This is an optimization exercise on Yosys and OpenROAD, whose aim is small area, not a production implementation.
In this exercise RTL edits were held to simulation tests only and were not proved equivalent to the original.
Power is estimated from default activity; no workload was simulated.

**design/flow/config.mk**
```make
export PLATFORM = sky130hd
export DESIGN_NAME = rx_engine_top
export DESIGN_NICKNAME = rx_engine_top
export VERILOG_FILES = /design/flow/design.v
export SDC_FILE = /design/flow/constraint.sdc
export NUM_CORES = 4
export LEC_CHECK = 0
export CAP_MARGIN = 20
export CORE_AREA = 2.5 2.5 317.5 317.5
export DIE_AREA = 0 0 320 320
export PLACE_DENSITY = 0.92
export SLEW_MARGIN = 20
export BUFFER_PORTS_ARGS = -buffer_cell sky130_fd_sc_hd__buf_1
export CTS_ARGS = -sink_clustering_enable -repair_clock_nets -dont_use_dummy_load -buf_list "sky130_fd_sc_hd__clkbuf_8" -sink_clustering_size 21 -sink_clustering_max_diameter 50
export SKIP_REPAIR_TIE_FANOUT = 1
```
**design/flow/constraint.sdc**
```tcl
create_clock -name core_clock -period 5.0 [get_ports {clk}]
set_input_delay 1.0000 -clock core_clock [delete_from_list [all_inputs] [get_ports {clk}]]
set_output_delay 1.0000 -clock core_clock [all_outputs]
set_load 0.01 [all_outputs]
```
**design/flow/design.v**
```verilog
package pcie_cq_pkg;
   localparam int cq_data_w = 256;
   localparam int dw_w      = 32;
   localparam int half_w    = cq_data_w / 2;   
   localparam int len_w     = 11;              
   localparam int addr_w    = 11;              
   localparam int type_w    = 4;
   localparam int tc_w      = 3;
   localparam int attr_w    = 3;
   localparam int rid_w     = 16;
   localparam int tag_w     = 8;
   localparam int be_w      = 8;
   localparam logic [type_w-1:0] req_type_rd = 4'd0;   
   localparam logic [type_w-1:0] req_type_wr = 4'd1;   
   localparam int addr_lsb = 2;     
   localparam int len_lsb  = 64;
   localparam int type_lsb = 75;
   localparam int rid_lsb  = 80;
   localparam int tag_lsb  = 96;
   localparam int tc_lsb   = 121;
   localparam int attr_lsb = 124;
   localparam logic [len_w-1:0] head_dw = 11'd4;   
   localparam logic [len_w-1:0] beat_dw = 11'd8;   
   typedef struct packed {
      logic [cq_data_w-1:0] data;
      logic                 last;
      logic [be_w-1:0]      first_be;
   } cq_beat_t;
   typedef struct packed {
      logic [tc_w-1:0]   tc;
      logic [attr_w-1:0] attr;
      logic [len_w-1:0]  len;
      logic [rid_w-1:0]  rid;
      logic [tag_w-1:0]  tag;
      logic [be_w-1:0]   be;
      logic [addr_w-1:0] addr;
   } rd_req_t;
   typedef struct packed {
      logic                 start;   
      logic [len_w-1:0]     len;     
      logic [cq_data_w-1:0] data;
   } wr_evt_t;
   typedef struct packed {
      logic [cq_data_w-1:0] data;
      logic                 last;
   } fifo_word_t;
endpackage
package rx_monitor_pkg;
   localparam int window_cycles_default = 2500;
   localparam int count_w = 32;      
   localparam int hist_depth = 10;   
   typedef logic [hist_depth-1:0][count_w-1:0] tp_hist_t;
endpackage
`timescale 1ns/100ps
module cq_request_decoder (
   input  logic                  clk,
   input  logic                  rst_n,
   input  logic                  cq_valid_i,
   input  pcie_cq_pkg::cq_beat_t cq_beat_i,
   input  logic                  compl_done_i,
   input  logic                  flush_stall_i,
   output logic                  cq_ready_o,
   output logic                  req_compl_o,
   output pcie_cq_pkg::rd_req_t  rd_req_o,
   output logic                  hdr_evt_o,      
   output logic                  dat_evt_o,      
   output logic [pcie_cq_pkg::cq_data_w-1:0] beat_q_o    
);
   logic   ready_q;
   logic   in_pkt_q;    
   logic   wr_pkt_q;    
   logic   drain_q;     
   logic                           sop;
   logic                           take;
   logic [pcie_cq_pkg::type_w-1:0] hdr_type;
   logic [pcie_cq_pkg::len_w-1:0]  hdr_len;
   logic                           hdr_wr;
   logic                           hdr_rd1;
   logic                           rd_block;
   logic                           rd_hit;
   logic                           wr_beat;
   logic [pcie_cq_pkg::cq_data_w-1:0] beat_q;
   logic [pcie_cq_pkg::be_w-1:0]      be_q;
   assign sop      = cq_valid_i && !in_pkt_q;
   assign hdr_type = cq_beat_i.data[pcie_cq_pkg::type_lsb +: pcie_cq_pkg::type_w];
   assign hdr_len  = cq_beat_i.data[pcie_cq_pkg::len_lsb +: pcie_cq_pkg::len_w];
   assign hdr_wr   = hdr_type == pcie_cq_pkg::req_type_wr;
   assign hdr_rd1  = (hdr_type == pcie_cq_pkg::req_type_rd) &&
                     (hdr_len == pcie_cq_pkg::len_w'(1));     
   assign rd_block   = sop && hdr_rd1 && (hdr_evt_o || dat_evt_o || drain_q);
   assign cq_ready_o = ready_q && !flush_stall_i && !rd_block;
   assign take       = cq_valid_i && cq_ready_o;
   assign rd_hit     = take && sop && hdr_rd1;
   assign wr_beat    = take && (sop ? hdr_wr : wr_pkt_q);
   always_ff @(posedge clk) begin
      if (!rst_n) begin
         in_pkt_q <= 1'b0;
         wr_pkt_q <= 1'b0;
      end else if (take) begin
         in_pkt_q <= !cq_beat_i.last;
         wr_pkt_q <= !cq_beat_i.last && (sop ? hdr_wr : wr_pkt_q);
      end
   end
   always_ff @(posedge clk) begin
      if (!rst_n) begin
         ready_q     <= 1'b1;
         req_compl_o <= 1'b0;
      end else if (!req_compl_o) begin
         ready_q     <= !rd_hit;                
         req_compl_o <= rd_hit;
      end else if (compl_done_i) begin
         req_compl_o <= 1'b0;                   
      end
   end
   localparam logic [pcie_cq_pkg::cq_data_w-1:0] rd_fields =
      ({{(pcie_cq_pkg::cq_data_w-pcie_cq_pkg::addr_w){1'b0}}, {pcie_cq_pkg::addr_w{1'b1}}} << pcie_cq_pkg::addr_lsb) |
      ({{(pcie_cq_pkg::cq_data_w-pcie_cq_pkg::rid_w){1'b0}},  {pcie_cq_pkg::rid_w{1'b1}}}  << pcie_cq_pkg::rid_lsb)  |
      ({{(pcie_cq_pkg::cq_data_w-pcie_cq_pkg::tag_w){1'b0}},  {pcie_cq_pkg::tag_w{1'b1}}}  << pcie_cq_pkg::tag_lsb)  |
      ({{(pcie_cq_pkg::cq_data_w-pcie_cq_pkg::tc_w){1'b0}},   {pcie_cq_pkg::tc_w{1'b1}}}   << pcie_cq_pkg::tc_lsb)   |
      ({{(pcie_cq_pkg::cq_data_w-pcie_cq_pkg::attr_w){1'b0}}, {pcie_cq_pkg::attr_w{1'b1}}} << pcie_cq_pkg::attr_lsb);
   for (genvar i = 0; i < pcie_cq_pkg::cq_data_w; i++) begin : g_beat
      if (rd_fields[i]) begin : g_held
         always_ff @(posedge clk) begin
            if (ready_q) beat_q[i] <= cq_beat_i.data[i];
         end
      end else begin : g_free
         always_ff @(posedge clk) begin
            beat_q[i] <= cq_beat_i.data[i];
         end
      end
   end
   always_ff @(posedge clk) begin
      if (ready_q) be_q <= cq_beat_i.first_be;
   end
   assign beat_q_o = beat_q;
   assign rd_req_o.tc   = beat_q[pcie_cq_pkg::tc_lsb +: pcie_cq_pkg::tc_w];
   assign rd_req_o.attr = beat_q[pcie_cq_pkg::attr_lsb +: pcie_cq_pkg::attr_w];
   assign rd_req_o.len  = pcie_cq_pkg::len_w'(1);
   assign rd_req_o.rid  = beat_q[pcie_cq_pkg::rid_lsb +: pcie_cq_pkg::rid_w];
   assign rd_req_o.tag  = beat_q[pcie_cq_pkg::tag_lsb +: pcie_cq_pkg::tag_w];
   assign rd_req_o.be   = be_q;
   assign rd_req_o.addr = beat_q[pcie_cq_pkg::addr_lsb +: pcie_cq_pkg::addr_w];
   always_ff @(posedge clk) begin
      if (!rst_n) begin
         hdr_evt_o <= 1'b0;
         dat_evt_o <= 1'b0;
         drain_q   <= 1'b0;
      end else begin
         hdr_evt_o <= wr_beat && sop;
         dat_evt_o <= wr_beat && !sop;
         drain_q   <= flush_stall_i;   
      end
   end
endmodule
`timescale 1ns/100ps
module cq_write_packer (
   input  logic                    clk,
   input  logic                    rst_n,
   input  logic                    hdr_evt_i,    
   input  logic                    dat_evt_i,    
   input  logic [pcie_cq_pkg::cq_data_w-1:0] beat_i,
   output logic                    fifo_we_o,
   output pcie_cq_pkg::fifo_word_t fifo_word_o,
   output logic                    flush_stall_o
);
   localparam int n_dw = pcie_cq_pkg::half_w / pcie_cq_pkg::dw_w;   
   logic [pcie_cq_pkg::len_w-1:0]  rem_q;     
   logic [pcie_cq_pkg::half_w-1:0] hold_q;    
   logic [pcie_cq_pkg::cq_data_w-1:0] word_q;   
   logic [pcie_cq_pkg::len_w-1:0]  len;
   logic                           dat_evt;
   logic                           rem_nz;
   logic                           short_pkt;
   logic                           rem_gt_beat;
   logic                           rem_ends;
   logic                           flush_now;
   logic [pcie_cq_pkg::half_w-1:0] upper;
   logic [pcie_cq_pkg::half_w-1:0] lower;
   logic [n_dw-1:0]                hdr_dw;    
   logic [n_dw-1:0]                hold_dw;   
   logic [n_dw-1:0]                low_dw;    
   assign upper = beat_i[pcie_cq_pkg::cq_data_w-1 -: pcie_cq_pkg::half_w];
   assign lower = beat_i[pcie_cq_pkg::half_w-1:0];
   assign len   = beat_i[pcie_cq_pkg::len_lsb +: pcie_cq_pkg::len_w];
   assign rem_nz      = rem_q != '0;
   assign dat_evt     = dat_evt_i && rem_nz;
   assign short_pkt   = len <= pcie_cq_pkg::head_dw;   
   assign rem_gt_beat = rem_q > pcie_cq_pkg::beat_dw;
   assign rem_ends    = rem_gt_beat &&
                        (rem_q <= pcie_cq_pkg::beat_dw + pcie_cq_pkg::head_dw);
   assign flush_now   = rem_nz && (rem_q <= pcie_cq_pkg::head_dw);
   assign flush_stall_o = dat_evt && rem_ends;
   always_ff @(posedge clk) begin
      if (!rst_n) begin
         rem_q     <= '0;
         fifo_we_o <= 1'b0;
      end else begin
         fifo_we_o <= 1'b0;
         if (hdr_evt_i) begin
            fifo_we_o <= short_pkt;
            rem_q     <= short_pkt ? '0 : len;
         end else if (dat_evt) begin
            fifo_we_o <= 1'b1;
            rem_q     <= rem_gt_beat ? rem_q - pcie_cq_pkg::beat_dw : '0;
         end else if (flush_now) begin
            fifo_we_o <= 1'b1;                  
            rem_q     <= '0;
         end
      end
   end
   always_ff @(posedge clk) begin
      if (hdr_evt_i || dat_evt_i) hold_q <= upper;
   end
   for (genvar j = 0; j < n_dw; j++) begin : g_sel
      assign hdr_dw[j]  = hdr_evt_i && (len > j);
      assign hold_dw[j] = !hdr_evt_i && (rem_q > j);
      assign low_dw[j]  = dat_evt_i && (rem_q > j + n_dw);
   end
   always_ff @(posedge clk) begin
      for (int j = 0; j < n_dw; j++) begin
         word_q[j*pcie_cq_pkg::dw_w +: pcie_cq_pkg::dw_w] <=
            ({pcie_cq_pkg::dw_w{hdr_dw[j]}}  & upper[j*pcie_cq_pkg::dw_w +: pcie_cq_pkg::dw_w]) |
            ({pcie_cq_pkg::dw_w{hold_dw[j]}} & hold_q[j*pcie_cq_pkg::dw_w +: pcie_cq_pkg::dw_w]);
         word_q[pcie_cq_pkg::half_w + j*pcie_cq_pkg::dw_w +: pcie_cq_pkg::dw_w] <=
            {pcie_cq_pkg::dw_w{low_dw[j]}} & lower[j*pcie_cq_pkg::dw_w +: pcie_cq_pkg::dw_w];
      end
   end
   assign fifo_word_o = {word_q, !rem_nz};
endmodule
`timescale 1ns/100ps
module throughput_monitor #(
   parameter int window_cycles = rx_monitor_pkg::window_cycles_default
) (
   input  logic                     clk,
   input  logic                     rst_n,
   input  logic                     clear_i,
   input  logic                     sample_en_i,
   input  logic                     fifo_we_i,
   output rx_monitor_pkg::tp_hist_t tp_hist_o
);
   localparam bit short_win = (window_cycles >= 1) && (window_cycles <= 4095);
   localparam int cnt_w = short_win ? 12 : rx_monitor_pkg::count_w;
   localparam int win_w = short_win ? 12 : rx_monitor_pkg::count_w;
   function automatic logic [11:0] lfsr_next(input logic [11:0] s);
      lfsr_next = {s[10:0], ~(s[11] ^ s[10] ^ s[9] ^ s[3])};
   endfunction
   function automatic logic [11:0] lfsr_at(input int n);
      logic [11:0] s;
      s = '0;
      for (int i = 0; i < n; i++) s = lfsr_next(s);
      lfsr_at = s;
   endfunction
   logic [win_w-1:0] win_q;      
   logic [win_w-1:0] win_step;   
   logic [cnt_w-1:0] cnt_q;      
   logic             wrap;
   if (short_win) begin : g_lfsr
      localparam logic [11:0] win_last = lfsr_at(window_cycles - 1);
      assign wrap     = win_q == win_last;
      assign win_step = lfsr_next(win_q);
   end else begin : g_count
      assign wrap     = win_q == win_w'(window_cycles - 1);
      assign win_step = win_q + 1'b1;
   end
   always_ff @(posedge clk) begin
      if (!rst_n) begin
         win_q <= '0;
      end else if (clear_i) begin
         win_q <= '0;
      end else if (wrap) begin
         win_q <= '0;
      end else begin
         win_q <= win_step;
      end
   end
   always_ff @(posedge clk) begin
      if (!rst_n) begin
         cnt_q <= '0;
      end else if (clear_i) begin
         cnt_q <= '0;
      end else if (wrap) begin
         cnt_q <= {{(cnt_w-1){1'b0}}, fifo_we_i};
      end else if (fifo_we_i) begin
         cnt_q <= cnt_q + 1'b1;
      end
   end
   logic [rx_monitor_pkg::hist_depth*cnt_w-1:0] hist_q;
   logic hist_shift;
   logic hist_keep;
   assign hist_shift = rst_n && !clear_i && wrap && sample_en_i;
   assign hist_keep  = rst_n && !clear_i && !(wrap && sample_en_i);
   always_ff @(posedge clk) begin
      hist_q <= ({(rx_monitor_pkg::hist_depth*cnt_w){hist_shift}} &
                 {hist_q[(rx_monitor_pkg::hist_depth-1)*cnt_w-1:0], cnt_q}) |    
                ({(rx_monitor_pkg::hist_depth*cnt_w){hist_keep}} & hist_q);
   end
   logic [rx_monitor_pkg::hist_depth*rx_monitor_pkg::count_w-1:0] hist_flat;
   for (genvar i = 0; i < rx_monitor_pkg::hist_depth; i++) begin : g_hist
      assign hist_flat[i*rx_monitor_pkg::count_w +: rx_monitor_pkg::count_w] =
         rx_monitor_pkg::count_w'(hist_q[i*cnt_w +: cnt_w]);
   end
   assign tp_hist_o = hist_flat;
endmodule
`timescale 1ns/100ps
module rx_engine_top #(
   parameter int window_cycles = rx_monitor_pkg::window_cycles_default
) (
   input  logic                     clk,
   input  logic                     rst_n,
   input  logic                     cq_valid_i,
   input  pcie_cq_pkg::cq_beat_t    cq_beat_i,
   input  logic                     compl_done_i,
   input  logic                     tp_clear_i,
   input  logic                     tp_sample_en_i,
   output logic                     cq_ready_o,
   output logic                     req_compl_o,
   output pcie_cq_pkg::rd_req_t     rd_req_o,
   output logic                     fifo_we_o,
   output pcie_cq_pkg::fifo_word_t  fifo_word_o,
   output rx_monitor_pkg::tp_hist_t tp_hist_o
);
   logic                 hdr_evt;
   logic                 dat_evt;
   logic [pcie_cq_pkg::cq_data_w-1:0] beat_q;
   logic                 flush_stall;    
   cq_request_decoder u_decoder (
      .clk            (clk),
      .rst_n          (rst_n),
      .cq_valid_i     (cq_valid_i),
      .cq_beat_i      (cq_beat_i),
      .compl_done_i   (compl_done_i),
      .flush_stall_i  (flush_stall),
      .cq_ready_o     (cq_ready_o),
      .req_compl_o    (req_compl_o),
      .rd_req_o       (rd_req_o),
      .hdr_evt_o      (hdr_evt),
      .dat_evt_o      (dat_evt),
      .beat_q_o       (beat_q)
   );
   cq_write_packer u_packer (
      .clk            (clk),
      .rst_n          (rst_n),
      .hdr_evt_i      (hdr_evt),
      .dat_evt_i      (dat_evt),
      .beat_i         (beat_q),
      .fifo_we_o      (fifo_we_o),
      .fifo_word_o    (fifo_word_o),
      .flush_stall_o  (flush_stall)
   );
   throughput_monitor #(
      .window_cycles (window_cycles)
   ) u_monitor (
      .clk         (clk),
      .rst_n       (rst_n),
      .clear_i     (tp_clear_i),
      .sample_en_i (tp_sample_en_i),
      .fifo_we_i   (fifo_we_o),
      .tp_hist_o   (tp_hist_o)
   );
endmodule
```
**design/flow/flow/run.sh**
```bash
#!/bin/bash
# The standard ORFS layout (standard.sh, unchanged synthesis) with these
# layout-only settings added to config.mk:
#  - port buffers are sky130_fd_sc_hd__buf_1 instead of the default pick
#  - CTS builds the tree from clkbuf_8 with sink clusters of at most 21 flops
#    within 50 um, and inserts no dummy balancing loads
#  - tie cells are not duplicated per load: one tie-low cell drives all
#    constant-0 outputs, one tie-high cell the constant-1 output
# ORFS writes each tool's full log under orfs/logs/; make's own output goes
# to make.log in the work folder.
set -euo pipefail
cat >> config.mk <<'CFG'
export BUFFER_PORTS_ARGS = -buffer_cell sky130_fd_sc_hd__buf_1
export CTS_ARGS = -sink_clustering_enable -repair_clock_nets -dont_use_dummy_load -buf_list "sky130_fd_sc_hd__clkbuf_8" -sink_clustering_size 21 -sink_clustering_max_diameter 50
export SKIP_REPAIR_TIE_FANOUT = 1
CFG
bash standard.sh > make.log 2>&1
```
**design/flow/standard.sh**
```bash
#!/bin/bash
# synth_recipe.tcl (not shown) runs the flow's synth.tcl, then flattens the netlist and writes it again
# the make line also repeats each setting of config.mk as NAME=value (left out here)
make -C /OpenROAD-flow-scripts/flow DESIGN_CONFIG=/design/flow/config.mk WORK_HOME=/design/flow/orfs CLKGATE_MAP_FILE= SYNTH_SCRIPT=/design/flow/synth_recipe.tcl "${@:-finish}"
```
==> results of run 1 <==
[layer usage]
layer / vias up / routed length [um] / part of all wire
met5: - / 69 / 0.0011
met4: 10 / 2261 / 0.037
met3: 141 / 5425 / 0.088
met2: 733 / 30020 / 0.49
met1: 7004 / 23780 / 0.39
li1: 6684 / - / -
[through the flow]
stage / setup WS, ns / utilization / instances / hold slack (ns) / cell area [um^2]
floorplan: 2.092 / - / 1737 / 0.4057 / 24710
global placement: 1.196 / 0.2729 / 3410 / 0.4064 / 26860
detailed placement: 1.151 / 0.2729 / 3410 / 0.4097 / 26860
CTS: 1.084 / 0.2825 / 3479 / 0.2399 / 27810
global route: 0.9736 / 0.2829 / 3481 / 0.2396 / 27850
finish: 1.202 / 0.2831 / 3486 / 0.3623 / 27860
[registers in the layout, indices dropped and copies added (netlist names)]
signal	count
u_decoder.be_q	8
u_decoder.beat_q	256
u_decoder.dat_evt_o	1
u_decoder.drain_q	1
u_decoder.hdr_evt_o	1
u_decoder.in_pkt_q	1
u_decoder.ready_q	1
u_decoder.req_compl_o	1
u_decoder.wr_pkt_q	1
u_monitor.cnt_q	12
u_monitor.hist_q	120
u_monitor.win_q	12
u_packer.fifo_we_o	1
u_packer.hold_q	128
u_packer.rem_q	11
u_packer.word_q	256
[cell families after synthesis]
logic type      count (synthesis)  share of synthesized area
flops                         811                     0.7289
buf+inv                       337                    0.09354
compound gates                309                     0.1065
simple gates                  261                    0.06401
xor+xnor                       11                   0.003900
fa+ha+maj                       5                   0.002532
other cells                     2                  0.0003040
mux                             1                  0.0004052
[worst min path at each step]
stage                                       end  slack [ns]  cells past startpoint
after floorplan            u_packer.word_q[233]        0.41                      1
after global placement     u_packer.word_q[236]        0.41                      1
after detailed placement   u_packer.word_q[159]        0.41                      1
after CTS                 u_decoder.beat_q[227]        0.24                      1
after global routing      u_decoder.beat_q[253]        0.24                      1
final                     u_decoder.beat_q[226]        0.36                      1
[cell type report]
| class | count | area [um^2] | share of cell area |
|---|---|---|---|
| antenna | 6 | 15.01 | 0.0005390 |
| clock buffer | 69 | 949.7 | 0.03409 |
| inverter | 8 | 30.03 | 0.001078 |
| multi-input combinational | 589 | 4453 | 0.1598 |
| sequential | 811 | 18010 | 0.6464 |
| tap | 1287 | 1610 | 0.05780 |
| timing repair buffer | 716 | 2791 | 0.1002 |
[critical path, cell delays in order (launching register included)]
cell      delay [ns]
dfxtp_1         0.49
inv_1           0.13
ha_1            0.27
nand2b_1        0.18
a311o_1         0.38
o31a_1          0.36
and2_4          0.20
buf_1           0.13
[layout by cell type, fill, tap and decap left out, types with 4 or more instances in the layout]
cell type / count
a22o_1: 249
clkbuf_8: 69
xor2_1: 8
nand2_1: 27
and3_1: 4
nor4_1: 7
nand4_1: 8
inv_1: 8
nand2b_1: 6
buf_4: 13
o21ai_0: 6
buf_1: 699
edfxtp_1: 177
o21a_1: 6
and2_1: 133
a31oi_1: 4
nor3_1: 5
a21oi_1: 11
nor2_1: 23
dfxtp_1: 633
diode_2: 6
ha_1: 5
nand3_1: 7
and2_2: 7
[cells in the mapped netlist, types with 2 or more instances]
library cell,n,area (um^2)
a32oi_1,3,26.28
o31a_1,2,17.52
and2_2,7,52.55
a22o_1,249,2181
dfxtp_1,634,12690
conb_1,2,7.510
nor2b_1,4,25.02
a22oi_1,3,22.52
buf_6,7,78.83
inv_1,8,30.03
o21ai_0,6,30.03
nand2_1,27,101.4
nand3b_1,2,15.01
a21boi_0,2,15.01
nor3b_1,2,15.01
nor4_1,7,43.79
and2_1,133,832.1
nor4_4,2,42.54
edfxtp_1,177,5315
nand2b_1,6,37.54
a21oi_1,13,65.06
o32ai_1,2,17.52
buf_4,255,1914
clkbuf_8,2,27.53
buf_2,13,65.06
a31oi_1,6,37.54
o31ai_1,2,15.01
clkbuf_1,51,191.4
a211oi_1,3,22.52
and3_1,4,25.02
nor2_1,25,93.84
o211ai_1,2,15.01
or3_1,3,18.77
nand4b_1,2,17.52
nand3_1,7,35.03
xnor2_1,3,26.28
nor3_1,5,25.02
xor2_1,8,70.07
or2_2,4,25.02
nand4_1,8,50.05
ha_1,5,62.56
o21a_1,6,45.04
[power by group]
group	internal, mW	total, mW	switching [mW]	leakage [nW]
clock	1.23	3.18	1.95	0.496
sequential	6.84	6.92	0.0792	6.86
combinational	0.113	0.361	0.247	2.61
total	8.18	10.5	2.28	9.97
==> impl_metrics.env, run 1 <==
export IMPL_nFillCells=9800
export IMPL_end_kind="primary output"
export IMPL_cts_tree="yes"
export IMPL_postCtsHoldBufs=0
export IMPL_htreeDepth=3
export IMPL_busiest_layer="met2"
export IMPL_fin_total_pwr_mw=10.46
export IMPL_first_iter_violations=835
export IMPL_cts_root_buffer_cell="clkbuf_8"
export IMPL_dp_hpwl_um=45010
export IMPL_area_growth_pct=12.76
export IMPL_cp_startpoint="u_packer.rem_q[3]"
export IMPL_grt_overflow_total=0
export IMPL_post_route_min_period_ns=3.798
export IMPL_ys_flop_type="dfxtp_1"
export IMPL_clk_path_buf_depth=3
export IMPL_start_util=0.2510
export IMPL_cts_buffers=69
export IMPL_criticalPathCategory="register to primary output"
export IMPL_grt_pass1_wl_um=88530
export IMPL_first_global_vias=14540
export IMPL_syn_inst=1737
export IMPL_r2r_slack_ns=2.22
export IMPL_clk_latency_ns=0.72
export IMPL_fp_coreArea_um2=98420
export IMPL_syn_nets=2013
export IMPL_via_per_inst=4.180
export IMPL_drive_gt1_frac=0.05335
export IMPL_drtAntennaViolNets=0
export IMPL_max_cap_violations=0
export IMPL_hold_path_class="input port to register"
export IMPL_vias=14570
export IMPL_crit_end="cq_ready_o"
export IMPL_ys_warnings_count=3
export IMPL_die_x_um=320
export IMPL_skew_ns=0.1132
export IMPL_finalSetupViolCount=0
export IMPL_finalNetCount=2471
export IMPL_wire_per_inst_um=17.66
export IMPL_post_cts_setup_buffers=0
export IMPL_slew_viol_final=0
export IMPL_ys_seq_area_frac=0.7289
export IMPL_fin_tns_setup_ns=0
export IMPL_hold_viol=0
export IMPL_drt_pass1_iterations=5
export IMPL_startpoint_type="register"
export IMPL_min_from="cq_beat_i[235]"
export IMPL_clock_fmax_mhz=263.3
export IMPL_grt_util_met3=0.04217
export IMPL_clock_sinks=811
export IMPL_io_pins=911
export IMPL_drc=0
export IMPL_status="complete, no violations"
export IMPL_rsz0062_at_grt="no"
export IMPL_use_met1=0.1273
export IMPL_timing_final_crit_share=0.7595
export IMPL_rows=115
export IMPL_netlist_area_um2=24710
export IMPL_r2r_cells=7
export IMPL_worst_slew_pin_slew_ns=0.9142
export IMPL_routed_wl_um=61560
export IMPL_critPathRequiredTime_ns=4.00
export IMPL_rr_endpoint="u_monitor.hist_q[116]"
export IMPL_synth_edf_count=177
export IMPL_syn_avg_cell_area_um2=14.22
export IMPL_antenna_found_initial=9
export IMPL_gp_congestion=0.8135
export IMPL_die_h_um=320
export IMPL_ys_seq_elements=811
export IMPL_clk_pin_slew_ns=0.11
export IMPL_power_leakage_nw=9.966
export IMPL_use_met2=0.1942
export IMPL_powerDensity_nw_per_um2=375.4
export IMPL_ys_async_sr_fraction=0
export IMPL_slew_headroom=0.3849
export IMPL_die_area_um2=102400
export IMPL_yosysUniqueCellTypes=67
export IMPL_r2r_start="u_monitor.win_q[10]"
export IMPL_cts_resized=0
export IMPL_vdd_drop_max_mv=0.3048
export IMPL_grt_usage=0.1136
export IMPL_port_buffers=699
export IMPL_arrival_ns=2.80
export IMPL_critPathMaxFanout=8
export IMPL_grt_max_degree=211
==> run 2, diff against run 1 <==
--- a/design/flow/design.v
+++ b/design/flow/design.v
@@ -247,7 +247,7 @@
    function automatic logic [11:0] lfsr_at(input int n);
       logic [11:0] s;
       s = '0;
-      for (int i = 0; i < n; i++) s = lfsr_next(s);
+      for (int i = 0; i < n; i++) s = {s[10:0], ~(s[11] ^ s[10] ^ s[9] ^ s[3])};
       lfsr_at = s;
    endfunction
    logic [win_w-1:0] win_q;      
==> impl_metrics.env, run 2 <==
export IMPL_finalSetupViolCount=0
export IMPL_critPathMaxFanout=8
export IMPL_wl_met3_um=5425
export IMPL_place_ws_ns=1.151
export IMPL_via_per_inst=4.180
export IMPL_top_layer_used="met5"
export IMPL_ys_async_sr_fraction=0
export IMPL_grt_max_degree=211
export IMPL_post_cts_setup_buffers=0
export IMPL_criticalPathCategory="register to primary output"
export IMPL_syn_nets=2013
export IMPL_clk_path_buf_depth=3
export IMPL_die_h_um=320
export IMPL_cts_resized=0
export IMPL_max_cap_violations=0
export IMPL_yosysUniqueCellTypes=67
export IMPL_power_leakage_nw=9.966
export IMPL_postCtsHoldBufs=0
export IMPL_ys_seq_area_frac=0.7289
export IMPL_reg_top3="u_decoder.beat_q x256, u_packer.word_q x256, u_packer.hold_q x128"
export IMPL_timing_final_crit_share=0.7595
export IMPL_gp_congestion=0.8135
export IMPL_hold_depth=1
export IMPL_port_buffers=699
export IMPL_drt_pass1_iterations=5
export IMPL_vias=14570
export IMPL_drtAntennaViolNets=0
export IMPL_wl_met2_um=30020
export IMPL_synthTopCellsByArea="dfxtp_1 (51%), edfxtp_1 (22%), a22o_1 (8.8%)"
export IMPL_rr_endpoint="u_monitor.hist_q[116]"
export IMPL_end_kind="primary output"
export IMPL_area_growth_pct=12.76
export IMPL_critPathRequiredTime_ns=4.00
export IMPL_netlist_top_cells_count="dfxtp_1 (634), buf_4 (255), a22o_1 (249)"
export IMPL_clk_pin_slew_ns=0.11
export IMPL_ys_warnings_count=3
export IMPL_first_global_vias=14540
export IMPL_arrival_ns=2.80
export IMPL_vdd_drop_max_mv=0.3048
export IMPL_clock_sinks=811
export IMPL_drc=0
export IMPL_die_x_um=320
export IMPL_dp_cells=3410
export IMPL_first_iter_violations=835
export IMPL_wire_per_inst_um=17.66
export IMPL_fin_tns_setup_ns=0
export IMPL_final_common_cell="buf_1"
export IMPL_slew_headroom=0.3849
export IMPL_grt_overflow_total=0
export IMPL_finalNetCount=2471
export IMPL_min_from="cq_beat_i[235]"
export IMPL_clk_latency_ns=0.72
export IMPL_min_delay_worst_endpoint="u_decoder.beat_q[226]"
export IMPL_post_route_min_period_ns=3.798
export IMPL_antenna_found_initial=9
export IMPL_ys_seq_elements=811
export IMPL_cts_tree="yes"
export IMPL_hold_viol=0
export IMPL_cp_startpoint="u_packer.rem_q[3]"
export IMPL_cts_root_buffer_cell="clkbuf_8"
export IMPL_die_area_um2=102400
export IMPL_skew_ns=0.1132
export IMPL_synth_most_common_cell="dfxtp_1"
export IMPL_r2r_cells=7
export IMPL_hold_path_class="input port to register"
export IMPL_drive_gt1_frac=0.05335
export IMPL_fin_total_pwr_mw=10.46
export IMPL_yosysTopAreaCell="dfxtp_1"
export IMPL_fp_coreArea_um2=98420
export IMPL_io_pins=911
export IMPL_rows=115
export IMPL_r2r_start="u_monitor.win_q[10]"
export IMPL_dp_hpwl_um=45010
export IMPL_rsz0062_at_grt="no"
export IMPL_synth_edf_count=177
export IMPL_drt_met1_wl_um=23780
export IMPL_status="complete, no violations"
export IMPL_slew_viol_final=0
export IMPL_r2r_slack_ns=2.22
export IMPL_final_cells=3486
export IMPL_cts_buffers=69
export IMPL_syn_avg_cell_area_um2=14.22
export IMPL_ys_flop_type="dfxtp_1"
export IMPL_htreeDepth=3
export IMPL_startpoint_type="register"
export IMPL_timing_hold_ws_ns=0.3623
export IMPL_grt_usage=0.1136
export IMPL_worst_slew_pin_slew_ns=0.9142
export IMPL_routed_wl_um=61560
export IMPL_clock_fmax_mhz=263.3
export IMPL_syn_inst=1737
export IMPL_start_util=0.2510
export IMPL_fin_ws_ns=1.202
export IMPL_netlist_area_um2=24710
export IMPL_synthDominantCellAreaShare=0.5137
export IMPL_grt_pass1_wl_um=88530
export IMPL_powerDensity_nw_per_um2=375.4
export IMPL_final_cell_mix="buf_1 (699), dfxtp_1 (633), a22o_1 (249), edfxtp_1 (177), and2_1 (133)"
## run 2: cell counts after synthesis
Identical to the previous run, type by type.
## run 2: cell type report
type                       count  area (um^2)
sequential                   811        18010
timing repair buffer         716         2791
antenna                        6        15.01
multi-input combinational    589         4453
fill                        9800        70560
inverter                       8        30.03
clock buffer                  69        949.7
tap                         1287         1610
## run 2: logic make-up (layout without fill, tap and decap cells)
family	after synthesis	in the layout	share of synthesized area
AOI/OAI and AO/OA	309	309	0.1065
xor gates and xnor gates	11	11	0.003900
adders and majority gates	5	5	0.002532
buffers and inverters	337	793	0.09354
DFF	811	811	0.7289
muxes	1	1	0.0004052
other	2	8	0.0003040
and+or+nand+nor	261	261	0.06401
## run 2: routing by layer
layer  GRT usage  up-vias
li1            -     6684
met1      0.1273     7004
met5           0        -
met4     0.04661       10
met2      0.1942      733
met3     0.04217      141
## run 2: worst max path at each step
stage	to	slack, ns	cells past startpoint
global placement	cq_ready_o	1.20	6
finish	cq_ready_o	1.20	7
detailed placement	cq_ready_o	1.15	6
global route	cq_ready_o	0.97	7
CTS	cq_ready_o	1.08	7
floorplan	cq_ready_o	2.09	2
## run 2: critical path, stage by stage, from the launching register on
cell and delay, ns:
dfxtp_1 0.49, inv_1 0.13, ha_1 0.27, nand2b_1 0.18
a311o_1 0.38, o31a_1 0.36, and2_4 0.20, buf_1 0.13
## run 2: power by group
group	switching (mW)	total, mW	leakage (nW)	internal (mW)
sequential	0.0792	6.92	6.86	6.84
clock	1.95	3.18	0.496	1.23
combinational	0.247	0.361	2.61	0.113
## run 2: through the flow
stage	cell area, um^2	util
2_1_floorplan	24710	-
3_3_place_gp	26860	0.2729
3_5_place_dp	26860	0.2729
4_1_cts	27810	0.2825
5_1_grt	27850	0.2829
6_report	27860	0.2831

-- re-timing with driven ports --
The flow's constraints put no driver on any port. The routed layouts listed below were extracted and timed again, unchanged, in two steps.
Step 1, drivers: a clkbuf_16 drives clk and a buf_2 each remaining input, both assumed.
Step 2 adds t to the input delays and takes it off the output delays; t is the mean of the earliest and latest rising clock arrival at the registers after step 1. Input paths then give back, and output paths get back, about the clock's delay inside the block.
a / b / c = ideal ports / drivers / drivers and shift; a / b = the first two.
| run | t, ns | setup WS [ns] | slew at the worst register clock pin (ns) |
|---|---|---|---|
| run 1 | 0.713 | 1.202 / 1.147 / 1.236 | 0.12 / 0.12 |
| run 2 | 0.713 | 1.202 / 1.147 / 1.236 | 0.12 / 0.12 |
After both steps setup and hold are still met in every run listed.
